This design comes from an exercise in tuning for small area and a short achievable clock period on the open sky130 flow, not from production work.
Function was checked by simulation only, so behaviour that the tests miss may differ from the original.
Power is estimated from default activity; no workload was simulated.

==> inputs of 11-25 <==
## fir_filter
module fir_filter (
   input  logic               clk,
   input  logic               rst,
   input  logic signed [15:0] inp,
   output logic signed [39:0] outp
);
make LEC_CHECK=0 CAP_MARGIN=20 CORE_MARGIN=2 CORE_UTILIZATION=40 CTS_BUF_LIST=sky130_fd_sc_hd__clkbuf_16 CTS_CLUSTER_DIAMETER=80 CTS_CLUSTER_SIZE=30 SETUP_SLACK_MARGIN=4.9 SLEW_MARGIN=20 SYNTH_HIERARCHICAL=1 SYNTH_MINIMUM_KEEP_SIZE=0 finish   # period 9.0 ns
run.sh (not shown) runs the stock make flow with config.mk's settings and CLKGATE_MAP_FILE= SYNTH_SCRIPT=/design/flow/synth_recipe.tcl, a recipe that flattens the netlist after the stock synthesis.
==> 03-05 (differences from 11-25) <==
SETUP_SLACK_MARGIN = 4.3   (was 4.9)
==> out/results.txt <==
Run status -> no timing/DRC/antenna violations
Final core occ -> 0.4406
Vias in the first global route -> 33,440
Post-DP HPWL -> 123.7 mm
Sw power -> 5820 uW
Clock net power -> 2710 uW
CP Cell Sequence -> clkinvlp_4 > buf_4 > fa_1 > fa_1 > fa_1 > ha_1 > a21o_1 > a221o_1 > a21oi_1 > nand3_1 > a21oi_1 > xor2_1 > nor2_1
Slowest cell on crit path -> dfxtp_2
Source of the figures above: 03-05

==> out/results.txt <==
Final core occ -> 0.4704
Clock net power -> 2780 uW
Slowest cell on crit path -> fa_2
CP Cell Sequence -> buf_6 > ha_4 > fa_2 > fa_2 > fa_2 > buf_6 > buf_6 > fa_2 > fa_2 > fa_2 > fa_2 > fa_2
Sw power -> 6317 uW
Run status -> no timing/DRC/antenna violations
Source of the figures above: 11-25


========
==> run a: inputs <==
Another version of the RTL of fir_filter (not shown whole).
Settings: LEC_CHECK=0, CAP_MARGIN=20, CORE_MARGIN=2, CORE_UTILIZATION=40, CTS_BUF_LIST=sky130_fd_sc_hd__clkbuf_16, CTS_CLUSTER_DIAMETER=80, CTS_CLUSTER_SIZE=30, SETUP_SLACK_MARGIN=4.6, SLEW_MARGIN=20, SYNTH_HIERARCHICAL=1, SYNTH_MINIMUM_KEEP_SIZE=0; clock period 9.0 ns.
==> run b: changes against run a <==
Settings changed: SETUP_SLACK_MARGIN 4.6 to 4.4.
==> qor summary <==
Run status: run b complete, no violations; run a complete, no violations
Non-filler instance count after layout: run b 5939; run a 6028
Most common cell on crit path: run b sky130_fd_sc_hd__fa_1; run a sky130_fd_sc_hd__fa_2
Max Used Layer: run b met4; run a met5
Met1 global-route usage: run b 0.3016; run a 0.3023
Hold Path Sink: run b d[22][6]; run a d[5][9]
Power drawn by the combinational cells: run b 8750 µW; run a 8760 µW
Crit path depth: run b 9; run a 10
Filler cells: run b 12.60k; run a 12.64k
Area used by sequential logic in the layout: run b 0.01616 mm²; run a 0.01621 mm²
Share of final-layout standard cells stronger than drive strength 1: run b 0.08787; run a 0.1460
Post-place setup slack: run b 4182 ps; run a 3778 ps
Initial antenna violation count: run b 4; run a 2
Part of the total power dissipated in combinational logic: run b 0.538; run a 0.544
Inserted Clock Buffers: run b 50; run a 47
Headroom to the max-slew limit: run b 0.3275; run a 0.3324
Power of the sequential group: run b 4690 µW; run a 4700 µW
Post-CTS sizing: run b 21; run a 145
Area overhead of the layout relative to synthesis: run b 8.750%; run a 10.81%
Register-to-register setup slack: run b 4460 ps; run a 4560 ps
Max FO, Critical Path: run b 4; run a 3
CP bufs+invs: run b 1; run a 2

========
==> job 9610 <==
Another version of the RTL of fir_filter (not shown whole).
Design fir_filter, start of the top module:
module fir_filter (
   input  logic               clk,
   input  logic               rst,
   input  logic signed [15:0] inp,
   output logic signed [39:0] outp
);
clock: 9.0 ns
lec_check: 0
cap_margin: 20
core_margin: 2
core_utilization: 65
place_density: 0.75
slew_margin: 20
synth_hierarchical: 1
synth_minimum_keep_size: 0
==> inputs of job 4209, as changes to job 9610 <==
--- a/flow/config.mk
+++ b/flow/config.mk
@@ -7,8 +7,8 @@
 export LEC_CHECK = 0
 export CAP_MARGIN = 20
 export CORE_MARGIN = 2
-export CORE_UTILIZATION = 65
-export PLACE_DENSITY = 0.75
+export CORE_UTILIZATION = 40
+export CTS_BUF_LIST = sky130_fd_sc_hd__clkbuf_4 sky130_fd_sc_hd__clkbuf_8
 export SLEW_MARGIN = 20
 export SYNTH_HIERARCHICAL = 1
 export SYNTH_MINIMUM_KEEP_SIZE = 0
==> comparison table <==
quantity                                                     job 9610            job 4209
Met3 routing resource usage after global routing               10.75%              5.720%
Starting density of the core                                   65.76%              40.36%
Area enclosed by the die boundary                       0.08540 sq mm        0.1380 sq mm
Final clock-cell share                                         4.655%              5.216%
Global-route wire length before repair                       197.6 mm            200.8 mm
Die X-Extent                                                 292.2 um            371.4 um
Result of the run                    no timing/DRC/antenna violations  no timing/DRC/antenna violations
Clock network power                                           3.40 mW             3.69 mW
Sequential-cell power consumption                             3.90 mW             3.89 mW
Reported combinational group power                            6.60 mW             6.77 mW
Min Hold Slack                                               435.1 ps            405.9 ps
Final worst path period need                                  5368 ps             5375 ps
Tot GR Track Use                                               32.23%              20.00%
Number of nets in the finished design                            5480                5539
Worst r2r src                                     d[10][8]$_SDFF_PP0_  d[7][4]$_SDFF_PP0_
Worst rel slew slack                                           15.90%              25.88%
Fin Clk Skew                                                 28.21 ps            76.78 ps

========
==> v23: inputs <==
Starting RTL as in the previous note.
clock: 9.0 ns
lec_check: 0
cap_margin: 20
core_margin: 2
core_utilization: 40
cts_buf_list: sky130_fd_sc_hd__clkbuf_8
cts_cluster_diameter: 60
cts_cluster_size: 20
slew_margin: 20
synth_hierarchical: 1
synth_minimum_keep_size: 0
==> inputs of v36, as changes to v23 <==
--- a/flow/config.mk
+++ b/flow/config.mk
@@ -10,5 +10,3 @@
 export CORE_UTILIZATION = 40
-export CTS_BUF_LIST = sky130_fd_sc_hd__clkbuf_8
-export CTS_CLUSTER_DIAMETER = 60
-export CTS_CLUSTER_SIZE = 20
+export SETUP_SLACK_MARGIN = 4.2
 export SLEW_MARGIN = 20
==> comparison <==
- Sequential cell count is the same in v23 and v36.
- Between v36 and v23, the lower clock power is in v23 (gap 47%, measured against v23).
- Against v36, the non-clock buffer count of v23 is lower by 170.
- Sequential share of layout area: v36 is lower than v23 (1.6 points).
- Clock skew: v23 is higher than v36 (0.040 ns).
- Between v36 and v23, the lower first-iteration DRC count is in v36 (gap 8.9%, measured against v23).
- In synthesized cell count, v36 and v23 do not differ.
- Global-route usage: v23 is lower than v36 (0.73 points).
- Against v36, the core utilization of v23 is lower by 2.9 points.
- Die area is the same in v36 and v23.

==> port drivers added, routing unchanged <==
Ports are ideal in the flow. The routed layouts listed here were re-timed in OpenROAD. Step 1 (the two cells are an assumption about what drives the block):
set clk [get_ports {clk}]
set_driving_cell -lib_cell sky130_fd_sc_hd__clkbuf_16 $clk
set_driving_cell -lib_cell sky130_fd_sc_hd__buf_2 [delete_from_list [all_inputs] $clk]
Step 2 adds t to the input delays and takes it off the output delays; t is the mean of the earliest and latest rising clock arrival at the registers after step 1. Input paths then give back, and output paths get back, about the clock's delay inside the block. a / b / c = ideal ports / drivers / drivers and shift; a / b = the first two.
run	t, ns	setup slack, ns	clock arrival spread, ns	worst data-port slew with drivers (ns)
11-25	0.753	4.499 / 4.499 / 4.499	0.043 / 0.044	0.05
03-05	0.756	4.352 / 4.352 / 4.352	0.045 / 0.044	0.05
run a	0.743	4.558 / 4.558 / 4.558	0.062 / 0.062	0.07
run b	0.758	4.463 / 4.463 / 4.463	0.063 / 0.063	0.07
job 9610	0.711	3.632 / 3.632 / 3.632	0.033 / 0.032	0.06
job 4209	0.907	3.625 / 3.625 / 3.625	0.077 / 0.077	0.07
v23	0.848	3.669 / 3.669 / 3.669	0.082 / 0.083	0.07
v36	0.754	4.019 / 4.019 / 4.019	0.038 / 0.037	0.08
After both steps every run listed still meets setup and hold.
